This is an optimization exercise on Yosys and OpenROAD, whose aim is small area, a short achievable clock period and few clock cycles per item, not a production implementation. Where RTL was checked, it was by simulation tests only, not by an equivalence proof against the original. Function not checked in run 3: the RTL went through the layout flow alone. Power is estimated from default activity; no workload was simulated.

==> design/flow/design.v <==
package rau_pkg;
   localparam int FIELD_BITS = 32;
   localparam int DEN_BITS   = 31;
   localparam logic [2:0] OP_NORM = 3'd0;
   localparam logic [2:0] OP_ADD  = 3'd1;
   localparam logic [2:0] OP_SUB  = 3'd2;
   localparam logic [2:0] OP_MUL  = 3'd3;
   localparam logic [2:0] OP_DIV  = 3'd4;
   localparam logic [2:0] OP_CMP  = 3'd5;
endpackage
module rau_shared_unit (
   input  logic        nz,
   input  logic        two,
   input  logic        neg,
   input  logic [33:0] mc,
   input  logic        mc_big,
   input  logic [32:0] mp,
   input  logic [35:0] acc,
   output logic [35:0] acc_next,
   output logic        nzbig,
   output logic [33:0] mc_next,
   output logic        mc_big_next,
   output logic [32:0] mp_next,
   output logic [2:0]  dig_next,
   output logic        last
);
   logic [35:0] pp;
   assign pp          = !nz ? 36'd0 : two ? {{1{mc[33]}}, mc, 1'b0} : {{2{mc[33]}}, mc};
   assign acc_next    = acc + (neg ? ~pp : pp) + {35'd0, neg};
   assign nzbig       = nz && mc_big;
   assign mc_next     = {mc[31:0], 2'b00};
   assign mc_big_next = mc_big || (mc[33:31] != {3{mc[33]}});
   assign mp_next     = {{2{mp[32]}}, mp[32:2]};
   assign dig_next    = mp[4:2];
   assign last        = (mp[32:2] == '0) || (mp[32:2] == '1);
endmodule
module rational_arithmetic_unit (
   input  logic        clock,
   input  logic        reset,
   input  logic        req_valid,
   output logic        req_ready,
   input  logic [2:0]  req_op,
   input  logic [31:0] req_a_num,
   input  logic [31:0] req_a_den,
   input  logic [31:0] req_b_num,
   input  logic [31:0] req_b_den,
   output logic        rsp_valid,
   input  logic        rsp_ready,
   output logic [31:0] rsp_res_num,
   output logic [30:0] rsp_res_den,
   output logic        rsp_less,
   output logic        rsp_greater,
   output logic        rsp_equal,
   output logic        rsp_zero_den,
   output logic        rsp_overflow
);
   localparam logic [2:0] M_IDLE = 3'd0;
   localparam logic [2:0] M_MUL1 = 3'd1;    
   localparam logic [2:0] M_MUL2 = 3'd2;    
   localparam logic [2:0] M_COMB = 3'd3;    
   localparam logic [2:0] M_MUL3 = 3'd4;    
   localparam logic [2:0] M_DONE = 3'd5;    
   logic        pre_ok_ff, pre_deq_ff, pre_eq_ff, pre_sw1_ff, pre_sw2_ff, pre_sw3_ff;
   logic [31:0] rx, ry;
   function automatic logic [7:0] sig8(input logic [31:0] x);
      logic [31:0] m;
      m = x ^ {32{x[31]}};
      for (int k = 0; k < 8; k++) sig8[k] = |m[4*k +: 4];
   endfunction
   function automatic logic smaller(input logic [31:0] x, input logic [31:0] y);
      smaller = sig8(y) > sig8(x);
   endfunction
   function automatic logic [2:0] booth(input logic [2:0] b, input logic inv);
      booth[2] = (b != 3'b000) && (b != 3'b111);
      booth[1] = (b == 3'b011) || (b == 3'b100);
      booth[0] = (b != 3'b000) && (b != 3'b111) && (b[2] ^ inv);
   endfunction
   logic accept;
   assign rx = req_a_num;
   assign ry = (req_op == rau_pkg::OP_MUL) ? req_b_num : req_b_den;
   always_ff @(posedge clock) begin
      pre_ok_ff  <= req_valid && !accept && !reset;
      pre_deq_ff <= (req_a_den == req_b_den);
      pre_eq_ff  <= (req_a_num == req_b_num) && (req_a_den == req_b_den);
      pre_sw1_ff <= smaller(rx, ry);
      pre_sw2_ff <= smaller(req_a_den, (req_op == rau_pkg::OP_MUL) ? req_b_den : req_b_num);
      pre_sw3_ff <= smaller(req_a_den, req_b_den);
   end
   logic [2:0]  ms_ff, ms_in;
   logic [2:0]  op_ff, op_in;
   logic        deq_ff, deq_in, sw2_ff, sw2_in, sw3_ff, sw3_in, meq_ff, meq_in, movf_ff, movf_in;
   logic [31:0] ad_ff, ad_in, bn_ff, bn_in, bd_ff, bd_in;
   logic [31:0] x_ff, x_in, y_ff, y_in;
   logic [33:0] mc_ff, mc_in;
   logic        mcb_ff, mcb_in;
   logic [32:0] mp_ff, mp_in;
   logic [2:0]  dig_ff, dig_in;       
   logic [3:0]  acch_ff, acch_in;     
   logic        accb_ff, accb_in;
   logic        mfirst_ff, mfirst_in;
   logic        chk_ff, chk_in;       
   logic        chkx_ff, chkx_in;     
   logic        gs_ff, gs_in;         
   logic        out_vld_ff, out_vld_in;
   logic [31:0] u_ff, u_in, v_ff, v_in;
   logic [31:0] a_ff, a_in, b_ff, b_in, c_ff, c_in, d_ff, d_in;
   logic        sgn_ff, sgn_in;
   logic        lt_ff, lt_in, gt_ff, gt_in, eq_ff, eq_in, zd_ff, zd_in, ovf_ff, ovf_in;
   logic g_take;
   assign g_take    = (ms_ff == M_DONE) && !gs_ff && (!out_vld_ff || rsp_ready);
   assign req_ready = pre_ok_ff && ((ms_ff == M_IDLE) || g_take);
   assign accept    = req_valid && req_ready;
   wire is_addsub = (op_ff == rau_pkg::OP_ADD) || (op_ff == rau_pkg::OP_SUB);
   wire is_cmp    = (op_ff == rau_pkg::OP_CMP);
   logic        load;
   logic [31:0] opx, opy, mcand, mplier;
   logic        swap;
   always_comb begin
      opx = ad_ff;
      if (ms_ff == M_MUL1) begin
         opy  = (op_ff == rau_pkg::OP_MUL) ? bd_ff : bn_ff;
         swap = sw2_ff;
      end else begin
         opy  = bd_ff;
         swap = sw3_ff;
      end
   end
   assign mcand  = swap ? opy : opx;
   assign mplier = swap ? opx : opy;
   logic        in_x;        
   logic [35:0] acc_cur, acc_nx;
   logic [33:0] mc_nx;
   logic        nzbig, mcb_nx, m_last, accb_now;
   logic [32:0] mp_nx;
   logic [2:0]  dig_nx;
   assign in_x     = (ms_ff == M_MUL1) || (ms_ff == M_COMB);
   assign acc_cur  = mfirst_ff ? 36'd0
                   : (ms_ff == M_COMB) ? {{4{x_ff[31]}}, x_ff}
                   : {{2{acch_ff[1]}}, acch_ff[1:0], in_x ? x_ff : y_ff};
   assign accb_now = !mfirst_ff && (ms_ff != M_COMB)
                     && (accb_ff || (acch_ff[3:1] != {3{acch_ff[1]}}));
   rau_shared_unit u_mul (
      .nz         (dig_ff[2]),
      .two        (dig_ff[1]),
      .neg        (dig_ff[0]),
      .mc         (mc_ff),
      .mc_big     (mcb_ff),
      .mp         (mp_ff),
      .acc        (acc_cur),
      .acc_next   (acc_nx),
      .nzbig      (nzbig),
      .mc_next    (mc_nx),
      .mc_big_next(mcb_nx),
      .mp_next    (mp_nx),
      .dig_next   (dig_nx),
      .last       (m_last)
   );
   logic [33:0] chk_val;
   logic        chk_ovf, movf_all;
   assign chk_val  = {acch_ff[1:0], chkx_ff ? x_ff : y_ff};
   assign chk_ovf  = chk_ff && (accb_ff || (acch_ff[3:1] != {3{acch_ff[1]}})
                                || (chk_val[33:31] != {3{chk_val[31]}}));
   assign movf_all = movf_ff || chk_ovf;
   always_comb begin
      ms_in     = ms_ff;
      op_in     = op_ff;
      deq_in    = deq_ff;
      sw2_in    = sw2_ff;
      sw3_in    = sw3_ff;
      meq_in    = meq_ff;
      movf_in   = movf_all;
      ad_in     = ad_ff;
      bn_in     = bn_ff;
      bd_in     = bd_ff;
      x_in      = x_ff;
      y_in      = y_ff;
      mc_in     = mc_ff;
      mcb_in    = mcb_ff;
      mp_in     = mp_ff;
      dig_in    = dig_ff;
      acch_in   = acch_ff;
      accb_in   = accb_ff;
      mfirst_in = mfirst_ff;
      chk_in    = 1'b0;
      chkx_in   = chkx_ff;
      load      = 1'b0;
      if (g_take) begin
         ms_in = M_IDLE;
      end
      case (ms_ff)
         M_MUL1, M_MUL2, M_COMB, M_MUL3: begin
            mc_in     = mc_nx;
            mcb_in    = mcb_nx;
            mp_in     = mp_nx;
            dig_in    = booth(dig_nx, 1'b0);
            acch_in   = acc_nx[35:32];
            accb_in   = accb_now || nzbig;
            mfirst_in = 1'b0;
            if (in_x) begin
               x_in = acc_nx[31:0];
            end else begin
               y_in = acc_nx[31:0];
            end
            if (m_last) begin
               chk_in  = !(ms_ff == M_COMB && is_cmp);
               chkx_in = in_x;
               case (ms_ff)
                  M_MUL1: begin
                     if (deq_ff && is_addsub) begin
                        ms_in = M_DONE;
                     end else begin
                        load  = 1'b1;
                        ms_in = M_MUL2;
                     end
                  end
                  M_MUL2: begin
                     if (is_addsub || is_cmp) begin
                        mc_in     = {{2{acc_nx[31]}}, acc_nx[31:0]};
                        mcb_in    = 1'b0;
                        mp_in     = 33'd0;
                        dig_in    = {1'b1, 1'b0, (op_ff != rau_pkg::OP_ADD)};
                        mfirst_in = 1'b0;
                        ms_in     = M_COMB;
                     end else begin
                        ms_in = M_DONE;
                     end
                  end
                  M_COMB: begin
                     if (is_cmp) begin
                        ms_in = M_DONE;
                     end else begin
                        load  = 1'b1;
                        ms_in = M_MUL3;
                     end
                  end
                  default: ms_in = M_DONE;
               endcase
            end
         end
         default: ;
      endcase
      if (accept) begin
         op_in   = req_op;
         ad_in   = req_a_den;
         bn_in   = req_b_num;
         bd_in   = req_b_den;
         x_in    = req_a_num;
         y_in    = req_a_den;
         deq_in  = pre_deq_ff;
         sw2_in  = pre_sw2_ff;
         sw3_in  = pre_sw3_ff;
         meq_in  = (req_op == rau_pkg::OP_CMP) && pre_eq_ff;
         movf_in = 1'b0;
         mcb_in  = 1'b0;
         accb_in = 1'b0;
         case (req_op)
            rau_pkg::OP_ADD, rau_pkg::OP_SUB, rau_pkg::OP_MUL, rau_pkg::OP_DIV,
            rau_pkg::OP_CMP: begin
               ms_in = M_MUL1;
               if ((req_op == rau_pkg::OP_ADD || req_op == rau_pkg::OP_SUB) && pre_deq_ff) begin
                  mc_in     = {{2{req_b_num[31]}}, req_b_num};
                  mp_in     = 33'd0;
                  dig_in    = {1'b1, 1'b0, (req_op == rau_pkg::OP_SUB)};
                  acch_in   = {4{req_a_num[31]}};
                  mfirst_in = 1'b0;
               end else begin
                  mc_in     = pre_sw1_ff ? {{2{ry[31]}}, ry} : {{2{rx[31]}}, rx};
                  mp_in     = pre_sw1_ff ? {rx, 1'b0} : {ry, 1'b0};
                  dig_in    = booth(pre_sw1_ff ? {rx[1:0], 1'b0} : {ry[1:0], 1'b0}, 1'b0);
                  mfirst_in = 1'b1;
               end
            end
            default: ms_in = M_DONE;
         endcase
      end
      if (load) begin
         mc_in     = {{2{mcand[31]}}, mcand};
         mcb_in    = 1'b0;
         mp_in     = {mplier, 1'b0};
         dig_in    = booth({mplier[1:0], 1'b0}, 1'b0);
         mfirst_in = 1'b1;
      end
   end
   logic [32:0] d1, d2;
   logic [31:0] sab, scd, x_mag, y_mag;
   logic        uv_eq;
   assign d1    = {1'b0, u_ff} - {1'b0, v_ff};
   assign d2    = {1'b0, v_ff} - {1'b0, u_ff};
   assign sab   = a_ff + b_ff;
   assign scd   = c_ff + d_ff;
   assign uv_eq = (u_ff == v_ff);
   assign x_mag = x_ff[31] ? -x_ff : x_ff;
   assign y_mag = y_ff[31] ? -y_ff : y_ff;
   logic        g_uodd, g_vodd, g_both, g_done, g_usel, g_vsel, g_shac, g_shbd, g_adda, g_addb;
   logic [31:0] g_x, g_u, g_v, g_a, g_b, g_c, g_d;
   logic [1:0]  g_t;          
   assign g_uodd = u_ff[0];
   assign g_vodd = v_ff[0];
   assign g_both = g_uodd && g_vodd;
   assign g_done = g_both && uv_eq;
   assign g_x    = g_both ? d1[31:0] : (!g_uodd && !g_vodd) ? (u_ff | v_ff)
                 : !g_uodd ? u_ff : v_ff;
   assign g_t    = g_x[1] ? 2'd0 : g_x[2] ? 2'd1 : g_x[3] ? 2'd2 : 2'd3;
   assign g_usel = g_both ? !d1[32] : !g_uodd;
   assign g_vsel = g_both ?  d1[32] : !g_vodd;
   assign g_shac = g_both ? !d1[32] : (!g_uodd && g_vodd);
   assign g_shbd = g_both ?  d1[32] : (g_uodd && !g_vodd);
   assign g_adda = g_both &&  d1[32];
   assign g_addb = g_both && !d1[32];
   assign g_u    = {1'b0, (g_both ? d1[31:1] : u_ff[31:1])} >> g_t;
   assign g_v    = {1'b0, (g_both ? d2[31:1] : v_ff[31:1])} >> g_t;
   assign g_a    = {a_ff[30:0], 1'b0} << g_t;
   assign g_b    = {b_ff[30:0], 1'b0} << g_t;
   assign g_c    = {c_ff[30:0], 1'b0} << g_t;
   assign g_d    = {d_ff[30:0], 1'b0} << g_t;
   always_comb begin
      gs_in      = gs_ff;
      out_vld_in = out_vld_ff && !rsp_ready;
      u_in       = u_ff;
      v_in       = v_ff;
      a_in       = a_ff;
      b_in       = b_ff;
      c_in       = c_ff;
      d_in       = d_ff;
      sgn_in     = sgn_ff;
      lt_in      = lt_ff;
      gt_in      = gt_ff;
      eq_in      = eq_ff;
      zd_in      = zd_ff;
      ovf_in     = ovf_ff;
      if (g_take) begin
         lt_in  = 1'b0;
         gt_in  = 1'b0;
         eq_in  = meq_ff;
         zd_in  = 1'b0;
         ovf_in = movf_all;
         a_in   = 32'd0;
         c_in   = 32'd1;
         case (op_ff)
            rau_pkg::OP_CMP: begin
               lt_in      = acch_ff[1];
               gt_in      = !acch_ff[1] && ({acch_ff[1:0], x_ff} != 34'd0);
               out_vld_in = 1'b1;
            end
            rau_pkg::OP_NORM, rau_pkg::OP_ADD, rau_pkg::OP_SUB, rau_pkg::OP_MUL,
            rau_pkg::OP_DIV: begin
               if (y_ff == 32'd0) begin
                  a_in       = x_ff;
                  zd_in      = 1'b1;
                  out_vld_in = 1'b1;
               end else if (x_ff == 32'd0) begin
                  out_vld_in = 1'b1;
               end else begin
                  sgn_in = x_ff[31] ^ y_ff[31];
                  u_in   = x_mag;
                  v_in   = y_mag;
                  a_in   = (x_ff[31] ^ y_ff[31]) ? '1 : 32'd1;
                  b_in   = 32'd0;
                  c_in   = 32'd0;
                  d_in   = 32'd1;
                  gs_in  = 1'b1;
               end
            end
            default: out_vld_in = 1'b1;
         endcase
      end else if (gs_ff) begin
         if (g_done) begin
            a_in       = sab;
            c_in       = scd;
            ovf_in     = ovf_ff | (!sgn_ff && sab[31]) | scd[31];
            out_vld_in = 1'b1;
            gs_in      = 1'b0;
         end else begin
            if (g_usel) u_in = g_u;
            if (g_vsel) v_in = g_v;
            if (g_shac) begin
               a_in = g_a;
               c_in = g_c;
            end else if (g_adda) begin
               a_in = sab;
               c_in = scd;
            end
            if (g_shbd) begin
               b_in = g_b;
               d_in = g_d;
            end else if (g_addb) begin
               b_in = sab;
               d_in = scd;
            end
         end
      end
   end
   always_ff @(posedge clock) begin
      if (reset) begin
         ms_ff      <= M_IDLE;
         gs_ff      <= 1'b0;
         out_vld_ff <= 1'b0;
      end else begin
         ms_ff      <= ms_in;
         gs_ff      <= gs_in;
         out_vld_ff <= out_vld_in;
      end
   end
   always_ff @(posedge clock) begin
      op_ff     <= op_in;
      deq_ff    <= deq_in;
      sw2_ff    <= sw2_in;
      sw3_ff    <= sw3_in;
      meq_ff    <= meq_in;
      movf_ff   <= movf_in;
      ad_ff     <= ad_in;
      bn_ff     <= bn_in;
      bd_ff     <= bd_in;
      x_ff      <= x_in;
      y_ff      <= y_in;
      mc_ff     <= mc_in;
      mcb_ff    <= mcb_in;
      mp_ff     <= mp_in;
      dig_ff    <= dig_in;
      acch_ff   <= acch_in;
      accb_ff   <= accb_in;
      mfirst_ff <= mfirst_in;
      chk_ff    <= chk_in;
      chkx_ff   <= chkx_in;
      u_ff      <= u_in;
      v_ff      <= v_in;
      a_ff      <= a_in;
      b_ff      <= b_in;
      c_ff      <= c_in;
      d_ff      <= d_in;
      sgn_ff    <= sgn_in;
      lt_ff     <= lt_in;
      gt_ff     <= gt_in;
      eq_ff     <= eq_in;
      zd_ff     <= zd_in;
      ovf_ff    <= ovf_in;
   end
   assign rsp_valid    = out_vld_ff;
   assign rsp_res_num  = a_ff;
   assign rsp_res_den  = c_ff[30:0] | {31{c_ff[31]}};
   assign rsp_less     = lt_ff;
   assign rsp_greater  = gt_ff;
   assign rsp_equal    = eq_ff;
   assign rsp_zero_den = zd_ff;
   assign rsp_overflow = ovf_ff;
endmodule
==> design/flow/run.sh <==
#!/bin/bash
# synth_recipe.tcl (not shown) runs the flow's synth.tcl, then flattens the netlist and writes it again
# the make line also repeats each setting of config.mk as NAME=value (left out here)
make -C /OpenROAD-flow-scripts/flow DESIGN_CONFIG=/design/flow/config.mk WORK_HOME=/design/flow/orfs CLKGATE_MAP_FILE= SYNTH_SCRIPT=/design/flow/synth_recipe.tcl finish
==> design/flow/config.mk <==
export PLATFORM = sky130hd
export DESIGN_NAME = rational_arithmetic_unit
export DESIGN_NICKNAME = rational_arithmetic_unit
export VERILOG_FILES = /design/flow/design.v
export SDC_FILE = /design/flow/constraint.sdc
export NUM_CORES = 4
export LEC_CHECK = 0
export CAP_MARGIN = 20
export CORE_MARGIN = 2
export CORE_UTILIZATION = 40
export SETUP_SLACK_MARGIN = 3.6
export SLEW_MARGIN = 20
==> design/flow/constraint.sdc <==
create_clock -name core_clock -period 7.0 [get_ports {clock}]
set_input_delay 1.4000 -clock core_clock [delete_from_list [all_inputs] [get_ports {clock}]]
set_output_delay 1.4000 -clock core_clock [all_outputs]
set_load 0.01 [all_outputs]
==> results of run 1 <==
==> metrics by stage <==
step,instance area (um2),power [mW],setup WS (ns),std cells
detailed placement,42300,10.4,1.75,5992
global placement,42300,10.4,1.77,5991
CTS,47800,14.7,3.26,6321
global route,51800,16.2,3.17,6462
finish,51800,15.4,3.23,6463
floorplan,39400,8.76,3.12,4763
==> worst max-delay path, cell delays in order (launching register included) <==
cell and delay [ns]:
edfxtp_1 0.46, ha_4 0.22, fa_2 0.38, o21ba_4 0.24, o21bai_4 0.16, a211oi_4 0.09, buf_4 0.15, buf_6 0.11
buf_6 0.11, o2111ai_4 0.24, a31oi_4 0.14, nor2_2 0.14, nor2_2 0.06, xnor2_2 0.18, mux4_2 0.54, a22oi_2 0.19
o21ai_1 0.08
==> routing by layer <==
metal,up-vias,global-route usage (%)
met5,-,0
met4,2,17.6
met3,576,3.71
met2,2531,49.8
met1,19400,40.3
li1,18300,-
==> final cells by class <==
| class | count | area share [%] |
|---|---|---|
| multi-input combinational | 3889 | 54.9 |
| sequential | 454 | 24.7 |
| timing repair buffer | 620 | 12.7 |
| tap | 1276 | 3.08 |
| clock buffer | 66 | 2.78 |
| inverter | 120 | 0.957 |
| clock inverter | 37 | 0.843 |
| antenna | 1 | 0.00483 |
==> power by group <==
| group | total (mW) | internal (mW) | switching, mW |
|---|---|---|---|
| Combinational | 7.90 | 3.59 | 4.31 |
| Sequential | 4.41 | 3.66 | 0.745 |
| Clock | 3.10 | 1.77 | 1.33 |
==> how the worst max path moves through the flow <==
stage	start	end	cells after the start
finish	v_ff[0]	u_ff[21]	16
global route	dig_ff[1]	acch_ff[2]	18
CTS	dig_ff[1]	mc_ff[30]	17
detailed placement	req_op[1]	pre_sw1_ff	16
global placement	req_op[1]	pre_sw1_ff	16
floorplan	req_op[2]	pre_sw1_ff	16
==> registers in the layout, indices dropped and copies added (netlist names), 31 cells and up <==
name,flops
ad_ff,32
mc_ff,34
v_ff,32
b_ff,32
u_ff,32
x_ff,32
mp_ff,31
y_ff,32
bd_ff,32
d_ff,32
c_ff,32
bn_ff,32
a_ff,32
==> kinds of logic after synthesis <==
| kind of cell | after synthesis |
|---|---|
| xor gates and xnor gates | 298 |
| DFF | 454 |
| muxes | 298 |
| buffers and inverters | 432 |
| adders and majority gates | 195 |
| and+or+nand+nor | 1739 |
| AOI/OAI and AO/OA | 1347 |
==> cells in the final DEF, fill, tap and decap left out, drive strengths merged, types with 39 or more instances in the layout <==
| cell type | n |
|---|---|
| dlygate4sd2 | 40 |
| and3 | 42 |
| buf | 397 |
| a21oi | 471 |
| nor4 | 44 |
| mux2i | 242 |
| a21o | 85 |
| nand4 | 61 |
| o22ai | 64 |
| o21ai | 250 |
| clkbuf | 89 |
| dfxtp | 88 |
| o21bai | 40 |
| edfxtp | 366 |
| nor2 | 372 |
| a211oi | 104 |
| nand3 | 152 |
| xnor2 | 176 |
| o211ai | 79 |
| or2 | 42 |
| nand2 | 800 |
| nor3 | 53 |
| xor2 | 122 |
| or4 | 39 |
| inv | 119 |
| ha | 191 |
| a31oi | 55 |
| clkdlybuf4s50 | 143 |
| mux2 | 40 |
==> what timing repair did <==
item	4_1_cts	5_1_grt
pin swaps	142	239
gates cloned	24	32
buffers inserted	202	109
resized for setup	427	570
endpoints found under the setup margin	616	417
==> metrics.yaml, run 1 <==
floorplan:
  core_area_mm2: 0.0966
  ioPinCount: 205
  initial_core_util_pct: 40.3
  die_w_um: 316
  num_rows: 114
  die_area_mm2: 0.0999
  die_y_um: 316
power:
  cellLeakagePower_nw: 20.4
  p_per_area_mw_per_mm2: 298
  ir_drop_mv: 0.239
place:
  port_buffers: 204
  gp_congestion: 0.982
  dp_hpwl_um: 107000
logic_synthesis:
  async_reset_ff_share_pct: 0
  synthTopCellsByCount: "nand2_1, a21oi_1, nor2_1, edfxtp_1, clkbuf_1"
  synthFlopType: "edfxtp_1"
  synth.distinct_cells: 86
  synth_nets: 5093
  synth_top_area_cell: "edfxtp_1"
  ys_seq_area_share_pct: 32.7
  synth_top_area_share_pct: 28.2
  synth.most_common_cell: "nand2_1"
  syn_area_mm2: 0.0389
  synth_compound_area_share_pct: 21.6
  syn_avg_cell_area_um2: 8.18
  synth_top_family_by_area: "compound AO/OA/AOI/OAI gates"
  yosys_register_bits: 454
  synth-edff-count: 366
  netlist_instances: 4763
  synthSimpleGateAreaFrac_pct: 20.1
  synth_adder_area_share_pct: 6.34
  synthMuxAreaShare_pct: 8.30
  synth_area_leaders: "edfxtp_1, nand2_1, mux2i_1"
  synth-xor-area-share_pct: 6.70
  yosysWarnings: 1
clock_tree:
  cts_buffers: 56
  htreeDepth: 2
  clk_latency_ns: 0.70
  cts_tree: "built"
  clkSinkCount: 454
  clk_pin_slew_worst_paths_ns: 0.06
  ctsHoldBuffers: 0
  ctsRootBufferMaster: "clkbuf_16"
  cts_max_path_buffers: 3
timing:
  final_max_slew_viol_count: 0
  holdWs_ns: 0.403
  rsz0062_at_grt: "yes"
  fin_crit_sh_pct: 53.9
  hold_violations: 0
  fmax_mhz: 265
  fin_crit_ns: 3.77
  setup_viol: 0
  finalSetupTns_ns: 0
  slew_headroom_pct: 29.8
  finClkSkew_ns: 0.0571
  worst_pin_slew_ns: 1.05
hold_path:
  hold_path_depth: 0
  whs_endpoint: "sw3_ff"
  holdCritPathClass: "flip-flop to flip-flop"
  min_from: "pre_sw3_ff"
route:
  highest_layer: "met5"
  num_vias: 40800
  drt-initial-drc-count: 4711
  wl_met2_um: 76400
  via_per_inst: 6.32
  antenna_left: 0
  met1_length_um: 65000
  routed_wl_um: 170000
  drtPass1Iterations: 8
  drc_errors: 0
  met3_length_um: 16600
  wl_per_cell_um: 26.3
setup_path:
  worstReg2RegStart: "v_ff[0]"
  end_kind: "flip-flop"
  worstSetupPathType: "flip-flop to flip-flop"
  start_kind: "flip-flop"
  worst_ep_required_time_ns: 7.38
  r2r_setup_slack_ns: 3.23
  worstPathMaxFanout: 3
  r2r_end: "u_ff[21]"
  cp.arrival_ns: 4.15
  rr_worst_depth: 16
finish:
  drive_above_1_share_pct: 23.4
  multi_input_area_mm2: 0.0284
  seq_area_mm2: 0.0128
  area_growth_syn_to_layout_pct: 33.0
  utilization_pct: 53.6
  final_nets: 5471
  fillers: 8574
job:
  cap_violations: 0
grt:
  grt_pass1_wl_um: 236000
  grt-ovfl-total: 0
  grt_pass1_vias: 37500
  antenna_found_initial: 6
  track_usage_pct: 30.9
  grt_max_degree: 93
outcome:
  outcome: "no timing/DRC/antenna violations"
Testbench counts, summed over its fixed seeds: cycles 35,445, items 2,400.
==> run 2: changes to the inputs <==
--- a/design/flow/config.mk
+++ b/design/flow/config.mk
@@ -9,4 +9,4 @@
 export CORE_MARGIN = 2
 export CORE_UTILIZATION = 40
-export SETUP_SLACK_MARGIN = 3.6
+export SETUP_SLACK_MARGIN = 3.0
 export SLEW_MARGIN = 20
==> metrics.yaml, run 2 <==
outcome:
  outcome: "no timing/DRC/antenna violations"
route:
  antenna_left: 0
  wl_per_cell_um: 24.5
  routed_wl_um: 151000
  num_vias: 37700
  drt-initial-drc-count: 4424
  drc_errors: 0
  drtPass1Iterations: 7
  via_per_inst: 6.12
finish:
  utilization_pct: 47.1
  fillers: 9439
  seq_area_mm2: 0.0128
  mostFrequentLayoutCells: "nand2_1, a21oi_1, nor2_1"
  finalNonFillerCells: 6160
  multi_input_area_mm2: 0.0253
  largest_reg_flops: 34
  diodes: 0
  top_register: "mc_ff"
  final_nets: 5167
  drive_above_1_share_pct: 8.97
  final_common_cell: "nand2_1"
  area_growth_syn_to_layout_pct: 16.8
  final_area_mm2: 0.0455
logic_synthesis:
  synthMuxAreaShare_pct: 8.30
  synth_nets: 5093
  async_reset_ff_share_pct: 0
  synth.most_common_cell: "nand2_1"
  yosysWarnings: 1
  synth-edff-count: 366
  synth_top_area_cell: "edfxtp_1"
  ys_seq_area_share_pct: 32.7
  syn_area_mm2: 0.0389
  synthSimpleGateAreaFrac_pct: 20.1
  synthTopCellsByCount: "nand2_1, a21oi_1, nor2_1, edfxtp_1, clkbuf_1"
  synth_adder_area_share_pct: 6.34
  netlist_instances: 4763
  synth_compound_area_share_pct: 21.6
  synth_area_leaders: "edfxtp_1, nand2_1, mux2i_1"
  syn_avg_cell_area_um2: 8.18
  synthFlopType: "edfxtp_1"
  synth_top_family_by_area: "compound AO/OA/AOI/OAI gates"
  synth-xor-area-share_pct: 6.70
  synth.distinct_cells: 86
  yosys_register_bits: 454
  synth_top_area_share_pct: 28.2
setup_path:
  critical_path.cell_chain: "clkdlybuf4s50_1 > nand2b_4 > nand2_8 > clkinv_16 > o21a_4 > clkbuf_2"
  worst_ep_required_time_ns: 5.60
  cp_slowest_cell: "clkdlybuf4s50_1"
  start_kind: "input port"
  end_kind: "output pin"
  path_buf_inv: 3
  worstPathMaxFanout: 19
  cp.arrival_ns: 2.56
  max_stage_delay_ns: 0.40
  worstSetupPathType: "input port to output pin"
  crit_family: "buffers and inverters"
timing:
  worst_pin_slew_ns: 1.04
  setup_viol: 0
  finClkSkew_ns: 0.0323
  holdWs_ns: 0.410
  fin_crit_ns: 3.96
  finalSetupTns_ns: 0
  rsz0062_at_grt: "yes"
  hold_violations: 0
  slew_headroom_pct: 30.5
  fin_crit_sh_pct: 56.6
  final_max_slew_viol_count: 0
  fmax_mhz: 253
floorplan:
  ioPinCount: 205
  die_area_mm2: 0.0999
  num_rows: 114
  die_w_um: 316
  die_y_um: 316
  initial_core_util_pct: 40.3
  core_area_mm2: 0.0966
clock_tree:
  cts_max_path_buffers: 3
  cts_buffers: 55
  clkSinkCount: 454
  ctsRootBufferMaster: "clkbuf_16"
  htreeDepth: 2
  cts_tree: "built"
  clk_latency_ns: 0.67
  clk_pin_slew_worst_paths_ns: 0.07
grt:
  grt_max_degree: 147
  grt_pass1_vias: 35600
  track_usage_pct: 29.0
  grt_pass1_wl_um: 223000
  grt-ovfl-total: 0
  antenna_found_initial: 2
place:
  dp_hpwl_um: 108000
  port_buffers: 204
  placed_cell_area_mm2: 0.0422
  gp_congestion: 0.980
  dp.cells: 5992
power:
  p_per_area_mw_per_mm2: 316
  cellLeakagePower_nw: 17.8
  ir_drop_mv: 0.232
job:
  cap_violations: 0
hold_path:
  holdCritPathClass: "flip-flop to flip-flop"
## run 2: layer usage
| metal | share of wire (%) | track usage (%) | up-vias | wire length [um] |
|---|---|---|---|---|
| li1 | - | - | 17600 | - |
| met1 | 42 | 39.2 | 18100 | 63500 |
| met2 | 46 | 47.0 | 1693 | 69300 |
| met3 | 7.2 | 3.02 | 314 | 10800 |
| met4 | 4.9 | 13.3 | 0 | 7390 |
| met5 | 0 | 0 | - | 0 |
## run 2: final timing paths
check | cells past startpoint | end | slack, ns | startpoint
min reg2reg | 0 | sw2_ff | 0.41 | pre_sw2_ff
max | 6 | req_ready | 3.04 | rsp_ready
max reg2reg | 16 | mc_ff[30] | 3.09 | ms_ff[0]
min | 0 | sw2_ff | 0.41 | pre_sw2_ff
## run 2: stage by stage
step           power [mW]  setup slack [ns]
2_1_floorplan        8.59              2.98
3_3_place_gp         10.3              1.29
3_5_place_dp         10.4              1.29
4_1_cts              13.9              2.89
5_1_grt              15.2              2.93
6_report             14.4              3.04
## run 2: cells by family (layout without fill, tap and decap cells)
| logic type | Yosys count | after routing |
|---|---|---|
| buffers and inverters | 432 | 545 |
| flip-flops | 454 | 454 |
| adder cells (fa/ha/maj) | 195 | 195 |
| AO/OA/AOI/OAI | 1347 | 1352 |
| multiplexers | 298 | 298 |
| AND/OR/NAND/NOR | 1739 | 1742 |
| XOR/XNOR | 298 | 298 |
## run 2: power breakdown
| part | switching, mW | internal (mW) | total, mW |
|---|---|---|---|
| Clock | 1.29 | 2.00 | 3.29 |
| Combinational | 3.95 | 2.82 | 6.77 |
| Sequential | 0.664 | 3.66 | 4.32 |
| Total | 5.91 | 8.48 | 14.4 |
## run 2: timing repair
item                       CTS  global route
pin swaps                   15            23
resized for setup           90            71
hold buffers                 0             0
gates cloned                 6             6
setup endpoints to repair  513           236
setup buffers               26            26
## run 2: layout make-up
class / count / share of cell area (%)
Timing Repair inverter: 1 / 0.0193
Inverter: 120 / 1.09
Clock inverter: 24 / 0.798
Timing Repair Buffer: 320 / 7.12
Tap cell: 1276 / 3.51
Clock buffer: 80 / 3.69
Multi-Input combinational cell: 3885 / 55.7
Sequential cell: 454 / 28.1
==> run 3: changes to the inputs <==
--- a/design/flow/design.v
+++ b/design/flow/design.v
@@ -109,5 +109,5 @@
    logic g_take;
    assign g_take    = (ms_ff == M_DONE) && !gs_ff && (!out_vld_ff || rsp_ready);
-   assign req_ready = pre_ok_ff && ((ms_ff == M_IDLE) || g_take);
+   assign req_ready = pre_ok_ff && (ms_ff == M_IDLE);
    assign accept    = req_valid && req_ready;
    wire is_addsub = (op_ff == rau_pkg::OP_ADD) || (op_ff == rau_pkg::OP_SUB);
@@ -367,5 +367,5 @@
          if (g_done) begin
             a_in       = sab;
-            c_in       = scd;
+            c_in       = scd[31] ? 32'h7fff_ffff : scd;
             ovf_in     = ovf_ff | (!sgn_ff && sab[31]) | scd[31];
             out_vld_in = 1'b1;
@@ -438,5 +438,5 @@
    assign rsp_valid    = out_vld_ff;
    assign rsp_res_num  = a_ff;
-   assign rsp_res_den  = c_ff[30:0] | {31{c_ff[31]}};
+   assign rsp_res_den  = c_ff[30:0];
    assign rsp_less     = lt_ff;
    assign rsp_greater  = gt_ff;
--- a/design/flow/config.mk
+++ b/design/flow/config.mk
@@ -9,4 +9,4 @@
 export CORE_MARGIN = 2
 export CORE_UTILIZATION = 40
-export SETUP_SLACK_MARGIN = 3.0
+export SETUP_SLACK_MARGIN = 3.5
 export SLEW_MARGIN = 20
==> metrics.yaml, run 3 <==
finish:
  drive_above_1_share_pct: 16.7
  diodes: 0
  top_register: "mc_ff"
  final_nets: 5464
  largest_reg_flops: 34
  mostFrequentLayoutCells: "nand2_1, a21oi_1, edfxtp_1"
  finalNonFillerCells: 6468
  final_common_cell: "nand2_1"
  area_growth_syn_to_layout_pct: 24.7
setup_path:
  start_kind: "flip-flop"
  max_stage_delay_ns: 0.50
  worstSetupPathType: "flip-flop to flip-flop"
  cp.arrival_ns: 4.13
  cp_slowest_cell: "edfxtp_1"
  worst_ep_required_time_ns: 7.41
  end_kind: "flip-flop"
  worstPathMaxFanout: 8
  path_buf_inv: 4
  critical_path.cell_chain: "inv_2 > ha_4 > nor2b_4 > nand4_1 > or4_4 > or4_4 > nand2b_4 > or3_4 > nand2_4 > nor2_4 > a21oi_4 > buf_6 > buf_6 > a21oi_4 > buf_12"
  crit_family: "simple AND/OR/NAND/NOR gates"
floorplan:
  num_rows: 115
  die_w_um: 320
  initial_core_util_pct: 40.4
  die_y_um: 320
  core_area_mm2: 0.0987
  die_area_mm2: 0.102
  ioPinCount: 205
route:
  antenna_left: 0
  drt-initial-drc-count: 4715
  wl_per_cell_um: 25.9
  drtPass1Iterations: 6
  num_vias: 41000
  drc_errors: 0
  routed_wl_um: 168000
  via_per_inst: 6.33
timing:
  hold_violations: 0
  fmax_mhz: 269
  worst_pin_slew_ns: 1.05
  final_max_slew_viol_count: 0
  rsz0062_at_grt: "yes"
  slew_headroom_pct: 29.2
  fin_crit_sh_pct: 53.1
  finalSetupTns_ns: 0
  fin_crit_ns: 3.72
  finClkSkew_ns: 0.0464
  setup_viol: 0
clock_tree:
  clk_pin_slew_worst_paths_ns: 0.06
  clk_latency_ns: 0.69
  htreeDepth: 2
  cts_tree: "built"
  ctsRootBufferMaster: "clkbuf_16"
  cts_buffers: 58
  cts_max_path_buffers: 3
  clkSinkCount: 454
power:
  power_mw: 17.7
  cellLeakagePower_nw: 19.3
  ir_drop_mv: 0.350
  p_per_area_mw_per_mm2: 355
logic_synthesis:
  syn_area_mm2: 0.0399
  syn_avg_cell_area_um2: 8.11
  synthTopCellsByCount: "nand2_1, a21oi_1, nor2_1, edfxtp_1, o21ai_0"
  synth_area_leaders: "edfxtp_1, nand2_1, ha_1"
  async_reset_ff_share_pct: 0
  yosys_register_bits: 454
  synth_top_area_cell: "edfxtp_1"
  synth.distinct_cells: 96
  netlist_instances: 4923
  synth_nets: 5253
  synth_top_area_share_pct: 27.5
  yosysWarnings: 1
  synth.most_common_cell: "nand2_1"
  synth-edff-count: 366
  ys_seq_area_share_pct: 31.9
  synthFlopType: "edfxtp_1"
grt:
  track_usage_pct: 30.6
  antenna_found_initial: 3
  grt-ovfl-total: 0
  grt_pass1_vias: 37900
  grt_pass1_wl_um: 242000
  grt_max_degree: 125
place:
  dp_hpwl_um: 113000
  dp.cells: 6122
  gp_congestion: 0.963
  port_buffers: 204
job:
  cap_violations: 0
outcome:
  outcome: "no timing/DRC/antenna violations"
hold_path:
  holdCritPathClass: "flip-flop to flip-flop"
-- run 3: metrics by stage --
step	setup slack (ns)	hold slack (ns)	area [um2]	util, %
after floorplan	3.12	0.386	40100	-
after global placement	1.47	0.390	42800	43.4
after detailed placement	1.47	0.391	42800	43.4
after CTS	3.28	0.404	47100	47.8
after global routing	3.25	0.404	49800	50.4
final	3.28	0.400	49800	50.4
-- run 3: cell families (layout without fill, tap and decap cells) --
family                     Yosys count  after routing  synth area share (%)
DFF                                454            454                  31.9
AOI/OAI and AO/OA                 1508           1509                  23.9
xor gates and xnor gates           275            275                  6.03
and+or+nand+nor                   1750           1759                  20.3
adders and majority gates          195            195                  6.19
muxes                              258            259                  6.69
buffers and inverters              483            730                  4.94
-- run 3: metal layers --
layer | vias up | part of all wire (%) | track usage (%)
met1 | 19700 | 40 | 40.5
met3 | 395 | 8.6 | 3.93
met4 | 0 | 5.5 | 14.5
met2 | 2174 | 45 | 49.4
li1 | 18600 | - | -
met5 | - | 0 | 0
-- run 3: cell type report --
class | instances | area, um2
clock buffers | 84 | 1620
clock inverters | 23 | 308
fillers | 9279 | 48900
inverters | 132 | 534
multi-input cells | 3997 | 27800
flip-flops and latches | 454 | 12800
well taps | 1287 | 1610
repair buffers | 490 | 5140
repair inverters | 1 | 8.76
-- run 3: path summary, 6_finish.rpt --
| path | start | to | slack [ns] | cells after the start |
|---|---|---|---|---|
| setup / recovery | x_ff[1] | v_ff[9] | 3.28 | 15 |
| hold / removal | pre_sw2_ff | sw2_ff | 0.40 | 0 |
| setup reg to reg | x_ff[1] | v_ff[9] | 3.28 | 15 |
| hold reg to reg | pre_sw2_ff | sw2_ff | 0.40 | 0 |
-- run 3: where the power goes --
| group | leakage (nW) | total [mW] | switching [mW] | internal [mW] |
|---|---|---|---|---|
| clock | 0.927 | 3.13 | 1.31 | 1.82 |
| combinational | 14.4 | 10.1 | 5.65 | 4.49 |
| sequential | 4.06 | 4.41 | 0.644 | 3.76 |
-- run 3: worst reg2reg max path: stages, from the launching register on --
cell and delay, ns:
edfxtp_1 0.50, inv_2 0.12, ha_4 0.15, nor2b_4 0.14, nand4_1 0.13, or4_4 0.49, or4_4 0.48, nand2b_4 0.17
or3_4 0.38, nand2_4 0.09, nor2_4 0.05, a21oi_4 0.21, buf_6 0.15, buf_6 0.09, a21oi_4 0.07, buf_12 0.20
-- run 3: repair_timing --
item,4_1_cts,5_1_grt
hold buffers,0,0
setup endpoints to repair,454,373
cloned,19,17
pin swaps,85,139
setup buffers,108,94
gates resized for setup,315,350
==> run 4: changes to the inputs <==
--- a/design/flow/design.v
+++ b/design/flow/design.v
@@ -101,4 +101,9 @@
    logic        chk_ff, chk_in;       
    logic        chkx_ff, chkx_in;     
+   logic        bv_ff, bv_in;         
+   logic [31:0] bx_ff, bx_in, by_ff, by_in;
+   logic [2:0]  bop_ff, bop_in;
+   logic        beq_ff, beq_in, bovf_ff, bovf_in, blt_ff, blt_in, bgt_ff, bgt_in;
+   logic        bxz_ff, bxz_in, byz_ff, byz_in;
    logic        gs_ff, gs_in;         
    logic        out_vld_ff, out_vld_in;
@@ -107,6 +112,7 @@
    logic        sgn_ff, sgn_in;
    logic        lt_ff, lt_in, gt_ff, gt_in, eq_ff, eq_in, zd_ff, zd_in, ovf_ff, ovf_in;
-   logic g_take;
-   assign g_take    = (ms_ff == M_DONE) && !gs_ff && (!out_vld_ff || rsp_ready);
+   logic g_take, m_hand;
+   assign g_take    = bv_ff && !gs_ff && (!out_vld_ff || rsp_ready);
+   assign m_hand    = (ms_ff == M_DONE) && (!bv_ff || g_take);
    assign req_ready = pre_ok_ff && (ms_ff == M_IDLE);
    assign accept    = req_valid && req_ready;
@@ -185,6 +191,26 @@
       chkx_in   = chkx_ff;
       load      = 1'b0;
-      if (g_take) begin
-         ms_in = M_IDLE;
+      bv_in     = bv_ff && !g_take;
+      bx_in     = bx_ff;
+      by_in     = by_ff;
+      bop_in    = bop_ff;
+      beq_in    = beq_ff;
+      bovf_in   = bovf_ff;
+      blt_in    = blt_ff;
+      bgt_in    = bgt_ff;
+      bxz_in    = bxz_ff;
+      byz_in    = byz_ff;
+      if (m_hand) begin
+         ms_in   = M_IDLE;
+         bv_in   = 1'b1;
+         bx_in   = x_ff;
+         by_in   = y_ff;
+         bop_in  = op_ff;
+         beq_in  = meq_ff;
+         bovf_in = movf_all;
+         blt_in  = acch_ff[1];
+         bgt_in  = !acch_ff[1] && ({acch_ff[1:0], x_ff} != 34'd0);
+         bxz_in  = (x_ff == 32'd0);
+         byz_in  = (y_ff == 32'd0);
       end
       case (ms_ff)
@@ -290,6 +316,6 @@
    assign scd   = c_ff + d_ff;
    assign uv_eq = (u_ff == v_ff);
-   assign x_mag = x_ff[31] ? -x_ff : x_ff;
-   assign y_mag = y_ff[31] ? -y_ff : y_ff;
+   assign x_mag = bx_ff[31] ? -bx_ff : bx_ff;
+   assign y_mag = by_ff[31] ? -by_ff : by_ff;
    logic        g_uodd, g_vodd, g_both, g_done, g_usel, g_vsel, g_shac, g_shbd, g_adda, g_addb;
    logic [31:0] g_x, g_u, g_v, g_a, g_b, g_c, g_d;
@@ -332,28 +358,28 @@
          lt_in  = 1'b0;
          gt_in  = 1'b0;
-         eq_in  = meq_ff;
+         eq_in  = beq_ff;
          zd_in  = 1'b0;
-         ovf_in = movf_all;
+         ovf_in = bovf_ff;
          a_in   = 32'd0;
          c_in   = 32'd1;
-         case (op_ff)
+         case (bop_ff)
             rau_pkg::OP_CMP: begin
-               lt_in      = acch_ff[1];
-               gt_in      = !acch_ff[1] && ({acch_ff[1:0], x_ff} != 34'd0);
+               lt_in      = blt_ff;
+               gt_in      = bgt_ff;
                out_vld_in = 1'b1;
             end
             rau_pkg::OP_NORM, rau_pkg::OP_ADD, rau_pkg::OP_SUB, rau_pkg::OP_MUL,
             rau_pkg::OP_DIV: begin
-               if (y_ff == 32'd0) begin
-                  a_in       = x_ff;
+               if (byz_ff) begin
+                  a_in       = bx_ff;
                   zd_in      = 1'b1;
                   out_vld_in = 1'b1;
-               end else if (x_ff == 32'd0) begin
+               end else if (bxz_ff) begin
                   out_vld_in = 1'b1;
                end else begin
-                  sgn_in = x_ff[31] ^ y_ff[31];
+                  sgn_in = bx_ff[31] ^ by_ff[31];
                   u_in   = x_mag;
                   v_in   = y_mag;
-                  a_in   = (x_ff[31] ^ y_ff[31]) ? '1 : 32'd1;
+                  a_in   = (bx_ff[31] ^ by_ff[31]) ? '1 : 32'd1;
                   b_in   = 32'd0;
                   c_in   = 32'd0;
@@ -394,8 +420,10 @@
       if (reset) begin
          ms_ff      <= M_IDLE;
+         bv_ff      <= 1'b0;
          gs_ff      <= 1'b0;
          out_vld_ff <= 1'b0;
       end else begin
          ms_ff      <= ms_in;
+         bv_ff      <= bv_in;
          gs_ff      <= gs_in;
          out_vld_ff <= out_vld_in;
@@ -423,4 +451,13 @@
       chk_ff    <= chk_in;
       chkx_ff   <= chkx_in;
+      bx_ff     <= bx_in;
+      by_ff     <= by_in;
+      bop_ff    <= bop_in;
+      beq_ff    <= beq_in;
+      bovf_ff   <= bovf_in;
+      blt_ff    <= blt_in;
+      bgt_ff    <= bgt_in;
+      bxz_ff    <= bxz_in;
+      byz_ff    <= byz_in;
       u_ff      <= u_in;
       v_ff      <= v_in;
--- a/design/flow/config.mk
+++ b/design/flow/config.mk
@@ -9,4 +9,4 @@
 export CORE_MARGIN = 2
 export CORE_UTILIZATION = 40
-export SETUP_SLACK_MARGIN = 3.5
+export SETUP_SLACK_MARGIN = 3.0
 export SLEW_MARGIN = 20
==> metrics.yaml, run 4 <==
timing:
  finClkSkew_ns: 0.0401
  holdWs_ns: 0.408
  worst_pin_slew_ns: 1.01
  finalSetupTns_ns: 0
  fin_crit_sh_pct: 56.3
  slew_headroom_pct: 32.4
  setup_viol: 0
  fmax_mhz: 254
  fin_crit_ns: 3.94
  final_max_slew_viol_count: 0
  rsz0062_at_grt: "yes"
  hold_violations: 0
logic_synthesis:
  async_reset_ff_share_pct: 0
  netlist_instances: 5022
  synth-edff-count: 439
  syn_avg_cell_area_um2: 8.45
  yosysWarnings: 1
  synth_top_area_share_pct: 31.1
  synth_area_leaders: "edfxtp_1, nand2_1, mux2i_1"
  ys_seq_area_share_pct: 35.3
  synth.most_common_cell: "nand2_1"
  syn_area_mm2: 0.0425
  synth_top_area_cell: "edfxtp_1"
  synth_nets: 5352
  synthTopCellsByCount: "nand2_1, edfxtp_1, a21oi_1, nor2_1, o21ai_0"
  yosys_register_bits: 528
  synthFlopType: "edfxtp_1"
  synth.distinct_cells: 93
setup_path:
  rr_worst_depth: 12
  worstReg2RegStart: "u_ff[0]"
  worstSetupEndpoint: "v_ff[27]"
  worst_ep_required_time_ns: 7.35
  crit_start: "u_ff[0]"
  cp_slowest_cell: "a2111o_1"
  worstPathMaxFanout: 23
  max_stage_delay_ns: 0.50
  r2r_end: "v_ff[27]"
  cp.depth: 12
  critical_path.cell_chain: "buf_4 > ha_4 > inv_1 > a2111o_1 > o211ai_1 > buf_4 > a21oi_4 > buf_4 > nor2_1 > o31ai_1 > a32oi_1 > o21ai_1"
  path_buf_inv: 4
  r2r_setup_slack_ns: 3.06
  critPathMostFrequentCell: "buf_4"
  cp.arrival_ns: 4.29
  start_kind: "flip-flop"
  end_kind: "flip-flop"
  crit_family: "compound AO/OA/AOI/OAI gates"
  worstSetupPathType: "flip-flop to flip-flop"
power:
  ir_drop_mv: 0.211
  cellLeakagePower_nw: 18.5
  p_per_area_mw_per_mm2: 308
  power_mw: 14.9
route:
  wl_per_cell_um: 23.9
  routed_wl_um: 155000
  via_per_inst: 6.11
  drt-initial-drc-count: 4007
  antenna_left: 0
  drtPass1Iterations: 6
  drc_errors: 0
  num_vias: 39700
floorplan:
  num_rows: 119
  die_w_um: 330
  die_y_um: 330
  initial_core_util_pct: 40.3
  core_area_mm2: 0.105
  ioPinCount: 205
  die_area_mm2: 0.109
finish:
  fillers: 10300
  finalNonFillerCells: 6498
  final_area_mm2: 0.0484
  drive_above_1_share_pct: 7.15
  final_nets: 5380
  top_register: "mc_ff"
  mostFrequentLayoutCells: "nand2_1, edfxtp_1, a21oi_1"
  area_growth_syn_to_layout_pct: 14.0
  final_common_cell: "nand2_1"
  largest_reg_flops: 34
clock_tree:
  cts_tree: "built"
  clkSinkCount: 528
  clk_pin_slew_worst_paths_ns: 0.06
  ctsRootBufferMaster: "clkbuf_16"
  clk_latency_ns: 0.64
  cts_buffers: 68
  cts_max_path_buffers: 3
  htreeDepth: 3
place:
  gp_congestion: 0.980
  dp.cells: 6343
  dp_hpwl_um: 114000
  port_buffers: 204
  placed_cell_area_mm2: 0.0456
outcome:
  outcome: "no timing/DRC/antenna violations"
grt:
  grt_pass1_wl_um: 231000
  grt_pass1_vias: 37500
  grt-ovfl-total: 0
  track_usage_pct: 27.4
  antenna_found_initial: 1
  grt_max_degree: 125
job:
  cap_violations: 0
hold_path:
  holdCritPathClass: "flip-flop to flip-flop"
[run 4: cell count changes in the layout (fill, tap and decap cells not counted), sizes merged, moves of 59 or more]
cell    delta
nor2      -59
nand3     +64
nand2     +85
buf      -182
edfxtp    +73
and3      -63
[run 4: cells by family after synthesis]
family | after synthesis | share of synthesized area [%]
AOI/OAI and AO/OA | 1448 | 21.7
xor gates and xnor gates | 268 | 5.53
adders and majority gates | 195 | 5.82
buffers and inverters | 477 | 4.57
DFF | 528 | 35.3
muxes | 320 | 7.83
and+or+nand+nor | 1786 | 19.3
[run 4: worst reg2reg max path: stages, from the launching register on]
cell and delay (ns):
edfxtp_1 0.39, buf_4 0.14, ha_4 0.31, inv_1 0.33, a2111o_1 0.50, o211ai_1 0.15, buf_4 0.35, a21oi_4 0.20
buf_4 0.19, nor2_1 0.44, o31ai_1 0.32, a32oi_1 0.26, o21ai_1 0.09
[run 4: power breakdown]
| group | leakage [nW] | internal (mW) | switching, mW |
|---|---|---|---|
| registers | 4.74 | 4.25 | 0.537 |
| logic | 12.7 | 2.67 | 3.95 |
| clock network | 1.08 | 2.08 | 1.44 |
| total | 18.5 | 9.00 | 5.93 |
[run 4: how the worst min path moves through the flow]
stage	cells after the start	from	to	slack, ns
2_1_floorplan	0	pre_sw2_ff	sw2_ff	0.39
3_3_place_gp	0	pre_sw2_ff	sw2_ff	0.39
3_5_place_dp	0	pre_sw3_ff	sw3_ff	0.39
4_1_cts	0	pre_sw3_ff	sw3_ff	0.40
5_1_grt	0	pre_sw2_ff	sw2_ff	0.42
6_report	0	pre_sw2_ff	sw2_ff	0.41
[run 4: per-layer routing]
layer	GRT usage [%]	share of wire [%]
met1	35.6	41
met2	45.5	47
met3	3.27	6.7
met4	13.2	5.2
met5	0	0
[run 4: final cells by class]
| cell class | count | area [um2] | area share (%) |
|---|---|---|---|
| Multi-Input combinational cell | 4019 | 26000 | 53.7 |
| Clock inverter | 32 | 292 | 0.602 |
| Timing Repair inverter | 1 | 8.76 | 0.0181 |
| Clock buffer | 94 | 1930 | 3.98 |
| Sequential cell | 528 | 15000 | 30.9 |
| Tap cell | 1391 | 1740 | 3.60 |
| Timing Repair Buffer | 299 | 2930 | 6.06 |
| Inverter | 133 | 522 | 1.08 |
| Antenna cell | 1 | 2.50 | 0.00517 |
[run 4: what timing repair did]
action,CTS,global route
endpoints found under the setup margin,384,258
gates cloned,2,3
setup buffers,14,9
gates resized for setup,43,65
pin swaps,5,6
hold buffers,0,0
[run 4: through the flow]
stage	util (%)	setup slack [ns]
after floorplan	-	2.34
after global placement	43.3	1.82
after detailed placement	43.3	1.82
after CTS	45.7	3.00
after global routing	46.0	2.94
final	46.0	3.06
Testbench counts of run 4, summed over its fixed seeds: cycles 32,749, items 2,400.
==> run 5: changes to the inputs <==
--- a/design/flow/config.mk
+++ b/design/flow/config.mk
@@ -8,5 +8,5 @@
 export CAP_MARGIN = 20
 export CORE_MARGIN = 2
-export CORE_UTILIZATION = 40
+export CORE_UTILIZATION = 60
 export SETUP_SLACK_MARGIN = 3.0
 export SLEW_MARGIN = 20
==> metrics.yaml, run 5 <==
timing:
  fin_crit_sh_pct: 57.3
  holdWs_ns: 0.403
  final_max_slew_viol_count: 0
  setup_viol: 0
  hold_violations: 0
  worst_pin_slew_ns: 1.01
  finalSetupTns_ns: 0
  fin_crit_ns: 4.01
  rsz0062_at_grt: "yes"
  fmax_mhz: 249
  setup_slack_ns: 2.99
  slew_headroom_pct: 32.2
  finClkSkew_ns: 0.0373
setup_path:
  worstPathMaxFanout: 5
  worstSetupPathType: "flip-flop to flip-flop"
  start_kind: "flip-flop"
  worst_ep_required_time_ns: 7.38
  cp.arrival_ns: 4.39
  end_kind: "flip-flop"
clock_tree:
  cts_tree: "built"
  ctsRootBufferMaster: "clkbuf_16"
  htreeDepth: 2
  clk_latency_ns: 0.67
  clkSinkCount: 528
  cts_max_path_buffers: 3
  cts_buffers: 60
  ctsHoldBuffers: 0
  clk_pin_slew_worst_paths_ns: 0.06
grt:
  grt-ovfl-total: 0
  grt_most_used_layer: "met2"
  antenna_found_initial: 1
  grt_pass1_vias: 38300
  grt.met3_usage_pct: 6.29
  track_usage_pct: 42.1
  grt_pass1_wl_um: 238000
  met1_usage_pct: 54.6
  grt_max_degree: 108
  met2_usage_pct: 65.7
route:
  antenna_left: 0
  drt-initial-drc-count: 5786
  via_per_inst: 6.90
  drtPass1Iterations: 8
  num_vias: 41700
  drc_errors: 0
  routed_wl_um: 161000
  wl_per_cell_um: 26.6
logic_synthesis:
  synthTopCellsByCount: "nand2_1, edfxtp_1, a21oi_1, nor2_1, o21ai_0"
  synth_top_area_share_pct: 31.1
  synth_nets: 5352
  ys_seq_area_share_pct: 35.3
  yosysWarnings: 1
  async_reset_ff_share_pct: 0
  synth_area_leaders: "edfxtp_1, nand2_1, mux2i_1"
  synthFlopType: "edfxtp_1"
  syn_area_mm2: 0.0425
  synth-edff-count: 439
  synth.most_common_cell: "nand2_1"
  syn_avg_cell_area_um2: 8.45
  synth.distinct_cells: 93
  netlist_instances: 5022
  synth_top_area_cell: "edfxtp_1"
  yosys_register_bits: 528
floorplan:
  core_area_mm2: 0.0700
  die_w_um: 270
  die_area_mm2: 0.0729
  initial_core_util_pct: 60.6
  die_y_um: 270
  num_rows: 97
  ioPinCount: 205
finish:
  final_area_mm2: 0.0478
  largest_reg_flops: 34
  fillers: 5806
  mostFrequentLayoutCells: "nand2_1, edfxtp_1, a21oi_1"
  drive_above_1_share_pct: 7.17
  final_common_cell: "nand2_1"
  area_growth_syn_to_layout_pct: 12.7
  final_nets: 5380
  top_register: "mc_ff"
power:
  ir_drop_mv: 0.323
  p_per_area_mw_per_mm2: 311
  p_comb_share_pct: 45.0
  cellLeakagePower_nw: 18.5
  power.share.clock_pct: 22.4
  sw_frac_of_total_pct: 40.4
  internal_power_mw: 8.85
  seqPwrFrac_pct: 32.6
  power_switching_mw: 6.01
place:
  port_buffers: 204
  placed_cell_area_mm2: 0.0449
  gp_congestion: 1.02
  dp_hpwl_um: 115000
  pre_cts_slack_ns: 1.61
outcome:
  outcome: "no timing/DRC/antenna violations"
job:
  cap_violations: 0
hold_path:
  holdCritPathClass: "flip-flop to flip-flop"
## run 5: cell counts after synthesis
Identical to the previous run, type by type.
## run 5: layer usage
metal | up-vias | routed length [um] | part of all wire (%)
met3 | 575 | 17200 | 11
met2 | 2836 | 71000 | 44
li1 | 18700 | - | -
met1 | 19600 | 60100 | 37
met5 | - | 13 | 0.0081
met4 | 2 | 12300 | 7.7
## run 5: final timing paths
| kind | from | end | slack [ns] | cells past startpoint |
|---|---|---|---|---|
| min reg2reg | pre_sw3_ff | sw3_ff | 0.40 | 0 |
| max | v_ff[1] | v_ff[18] | 2.99 | 11 |
| min | pre_sw3_ff | sw3_ff | 0.40 | 0 |
| max reg2reg | v_ff[1] | v_ff[18] | 2.99 | 11 |
## run 5: per-stage QoR
stage / power, mW / instances / utilization (%)
floorplan: 9.11 / 5022 / -
global placement: 10.8 / 5885 / 64.1
detailed placement: 10.9 / 5885 / 64.1
CTS: 14.5 / 6032 / 67.8
global route: 15.5 / 6042 / 68.3
finish: 14.9 / 6043 / 68.3
## run 5: timing repair
item | CTS | global route
pin swaps | 8 | 12
gates resized for setup | 66 | 66
endpoints found under the setup margin | 371 | 310
gates cloned | 8 | 4
setup buffers | 25 | 5
## run 5: layout make-up
cell class	count	area (um2)	share of cell area (%)
Tap cell	940	1180	2.46
Inverter	133	527	1.10
Timing Repair Buffer	301	2980	6.23
Clock buffer	74	1580	3.29
Antenna cell	1	2.50	0.00523
Clock inverter	40	453	0.947
Multi-Input combinational cell	4026	26200	54.7
Sequential cell	528	15000	31.3
## run 5: power groups by stage
stage | sequential [mW] | clock, mW | combinational [mW]
floorplan | 4.55 | 0 | 4.56
global placement | 4.87 | 0 | 5.97
detailed placement | 4.87 | 0 | 6.02
CTS | 4.81 | 3.32 | 6.32
global route | 4.88 | 3.44 | 7.23
finish | 4.85 | 3.33 | 6.69
## run 5: logic make-up after synthesis
| family | synth area share [%] |
|---|---|
| and+or+nand+nor | 19.3 |
| xor gates and xnor gates | 5.53 |
| buffers and inverters | 4.57 |
| AOI/OAI and AO/OA | 21.7 |
| DFF | 35.3 |
| adders and majority gates | 5.82 |
| muxes | 7.83 |
## run 5: worst max-delay path, cell delays in order (launching register included)
cell and delay, ns:
edfxtp_1 0.46, inv_1 0.12, ha_1 0.35, nor2_1 0.10
o311ai_1 0.51, a21oi_1 0.29, o21ai_0 0.49, a21boi_0 0.21
or3_1 0.38, a31oi_1 0.26, a2bb2oi_1 0.15, a221o_1 0.40
==> run 6: changes to the inputs <==
--- a/design/flow/config.mk
+++ b/design/flow/config.mk
@@ -8,5 +8,6 @@
 export CAP_MARGIN = 20
 export CORE_MARGIN = 2
-export CORE_UTILIZATION = 60
+export CORE_UTILIZATION = 40
+export CTS_BUF_LIST = sky130_fd_sc_hd__clkbuf_8
 export SETUP_SLACK_MARGIN = 3.0
 export SLEW_MARGIN = 20
==> metrics.yaml, run 6 <==
finish:
  fillers: 10300
  final_nets: 5411
  final_area_mm2: 0.0482
  utilization_pct: 45.8
  seq_area_mm2: 0.0150
  final_common_cell: "nand2_1"
  area_growth_syn_to_layout_pct: 13.5
  finalNonFillerCells: 6551
  mostFrequentLayoutCells: "nand2_1, edfxtp_1, a21oi_1"
  drive_above_1_share_pct: 7.54
  multi_input_area_mm2: 0.0260
  largest_reg_flops: 34
  top_register: "mc_ff"
timing:
  fmax_mhz: 250
  slew_headroom_pct: 33.9
  holdWs_ns: 0.409
  rsz0062_at_grt: "yes"
  fin_crit_ns: 4.00
  final_max_slew_viol_count: 0
  hold_violations: 0
  worst_pin_slew_ns: 0.988
  setup_viol: 0
  finalSetupTns_ns: 0
  setup_slack_ns: 3.00
  finClkSkew_ns: 0.0911
  fin_crit_sh_pct: 57.1
logic_synthesis:
  synth.distinct_cells: 93
  synth_nets: 5352
  syn_area_mm2: 0.0425
  yosys_register_bits: 528
  netlist_instances: 5022
  synthTopCellsByCount: "nand2_1, edfxtp_1, a21oi_1, nor2_1, o21ai_0"
  synth-edff-count: 439
  ys_seq_area_share_pct: 35.3
  async_reset_ff_share_pct: 0
  synthFlopType: "edfxtp_1"
  synth.most_common_cell: "nand2_1"
  synth_top_area_cell: "edfxtp_1"
  syn_avg_cell_area_um2: 8.45
  synth_top_area_share_pct: 31.1
  synth_area_leaders: "edfxtp_1, nand2_1, mux2i_1"
  yosysWarnings: 1
grt:
  grt-ovfl-total: 0
  track_usage_pct: 27.5
  grt_max_degree: 125
  grt_pass1_wl_um: 232000
  antenna_found_initial: 2
  grt_pass1_vias: 38000
setup_path:
  cp_slowest_cell: "a2111oi_0"
  start_kind: "flip-flop"
  critPathMostFrequentCell: "buf_4"
  cp.arrival_ns: 4.42
  r2r_setup_slack_ns: 3.00
  crit_family: "compound AO/OA/AOI/OAI gates"
  worstReg2RegStart: "v_ff[0]"
  path_buf_inv: 2
  end_kind: "flip-flop"
  max_stage_delay_ns: 0.50
  worst_ep_required_time_ns: 7.42
  worstPathMaxFanout: 15
  critical_path.cell_chain: "ha_1 > fa_1 > xnor2_1 > nand2_1 > o21ai_2 > buf_4 > a21oi_2 > buf_4 > a2111oi_0 > a21oi_1 > a22oi_1 > o21ai_0"
  worstSetupPathType: "flip-flop to flip-flop"
  crit_start: "v_ff[0]"
power:
  power_mw: 14.6
  p_per_area_mw_per_mm2: 303
  ir_drop_mv: 0.246
  cellLeakagePower_nw: 18.5
route:
  num_vias: 39900
  via_per_inst: 6.09
  drt-initial-drc-count: 3790
  antenna_left: 0
  wl_per_cell_um: 23.7
  drtPass1Iterations: 6
  routed_wl_um: 155000
  drc_errors: 0
place:
  placed_cell_area_mm2: 0.0456
  gp_congestion: 0.980
  dp.cells: 6343
  dp_hpwl_um: 114000
  port_buffers: 204
  pre_cts_slack_ns: 1.82
hold_path:
  holdCritPathClass: "flip-flop to flip-flop"
  min_from: "pre_sw2_ff"
clock_tree:
  htreeDepth: 3
  cts_max_path_buffers: 3
  clk_latency_ns: 0.79
  clkSinkCount: 528
  clk_pin_slew_worst_paths_ns: 0.06
  ctsRootBufferMaster: "clkbuf_8"
  cts_buffers: 98
  cts_tree: "built"
  ctsHoldBuffers: 0
floorplan:
  ioPinCount: 205
  die_w_um: 330
  core_area_mm2: 0.105
  die_area_mm2: 0.109
  die_y_um: 330
  num_rows: 119
  initial_core_util_pct: 40.3
job:
  cap_violations: 0
outcome:
  outcome: "no timing/DRC/antenna violations"
==> run 6: cell counts after synthesis <==
No cell type changed its count.
==> run 6: area by class of cell <==
cell class / count / area share [%]
multi-input combinational: 4019 / 53.9
tap: 1391 / 3.61
inverter: 133 / 1.08
timing repair inverter: 1 / 0.0182
sequential: 528 / 31.1
clock inverter: 75 / 1.18
clock buffer: 102 / 2.91
antenna: 2 / 0.0104
timing repair buffer: 300 / 6.17
==> run 6: final timing paths <==
kind / endpoint / depth (start not counted)
max: v_ff[14] / 12
max reg2reg: v_ff[14] / 12
min: sw2_ff / 0
min reg2reg: sw2_ff / 0
==> run 6: where the power goes <==
| group | switching, mW | total [mW] | internal [mW] |
|---|---|---|---|
| Combinational | 4.00 | 6.72 | 2.72 |
| Clock | 1.46 | 3.09 | 1.63 |
| Sequential | 0.543 | 4.79 | 4.25 |
==> run 6: repair_timing <==
action	4_1_cts	5_1_grt
gates cloned	4	1
setup endpoints to repair	385	308
setup buffers	14	10
hold endpoints to repair	0	0
gates resized for setup	45	48
pin swaps	5	7
==> run 6: metal layers <==
layer / GRT usage, % / routed length, um
met2: 45.5 / 72100
met5: 0 / 0
met1: 35.4 / 64300
met4: 13.8 / 8560
met3: 3.38 / 10400
==> run 6: cells by family (layout without fill, tap and decap cells) <==
group | count (synthesis) | after routing | synth area share (%)
xor gates and xnor gates | 268 | 268 | 5.53
muxes | 320 | 320 | 7.83
AOI/OAI and AO/OA | 1448 | 1450 | 21.7
buffers and inverters | 477 | 611 | 4.57
adders and majority gates | 195 | 195 | 5.82
DFF | 528 | 528 | 35.3
and+or+nand+nor | 1786 | 1786 | 19.3
other | 0 | 2 | 0
==> run 6: worst reg2reg max path, delay by kind of cell, from the launching register on <==
family                     cells  cell delay [ns]
buffers and inverters          2             0.62
DFF                            1             0.48
AOI/OAI and AO/OA              6             1.55
and+or+nand+nor                1             0.13
xor gates and xnor gates       1             0.17
adders and majority gates      2             0.72

separate check: timing with driven ports:
The flow's constraints put no driver on any port. The routed layouts listed below were extracted and timed again, unchanged, in two steps.
Step 1 (the two cells are an assumption about what drives the block):
set clk [get_ports {clock}]
set_driving_cell -lib_cell sky130_fd_sc_hd__clkbuf_16 $clk
set_driving_cell -lib_cell sky130_fd_sc_hd__buf_2 [delete_from_list [all_inputs] $clk]
Step 2 moves the port delays by t, midway between the first and last clock arrival at a register: inputs arrive t later, outputs are due t later. That takes back most of the time a late clock gives input paths.
Three values: ideal, step 1, step 2; two values: the first two.
run	shift t [ns]	setup slack, ns	worst register clock-pin slew, ns	worst slew at a driven data input, ns	pins driven straight from the clock port
run 1	0.743	3.230 / 3.230 / 2.722	0.07 / 0.07	0.05	1
run 2	0.728	3.041 / 3.020 / 2.458	0.07 / 0.07	0.04	1
run 3	0.750	3.283 / 3.283 / 2.643	0.07 / 0.07	0.05	1
run 4	0.694	3.062 / 3.062 / 2.515	0.06 / 0.06	0.07	1
run 5	0.722	2.991 / 2.991 / 2.414	0.07 / 0.07	0.05	1
run 6	0.811	3.001 / 3.001 / 2.360	0.08 / 0.08	0.07	1
After both steps every run listed still meets setup and hold. For run 6, which loses most, drivers alone change the setup slack by 0.000 ns; drivers and shift together by -0.641 ns.
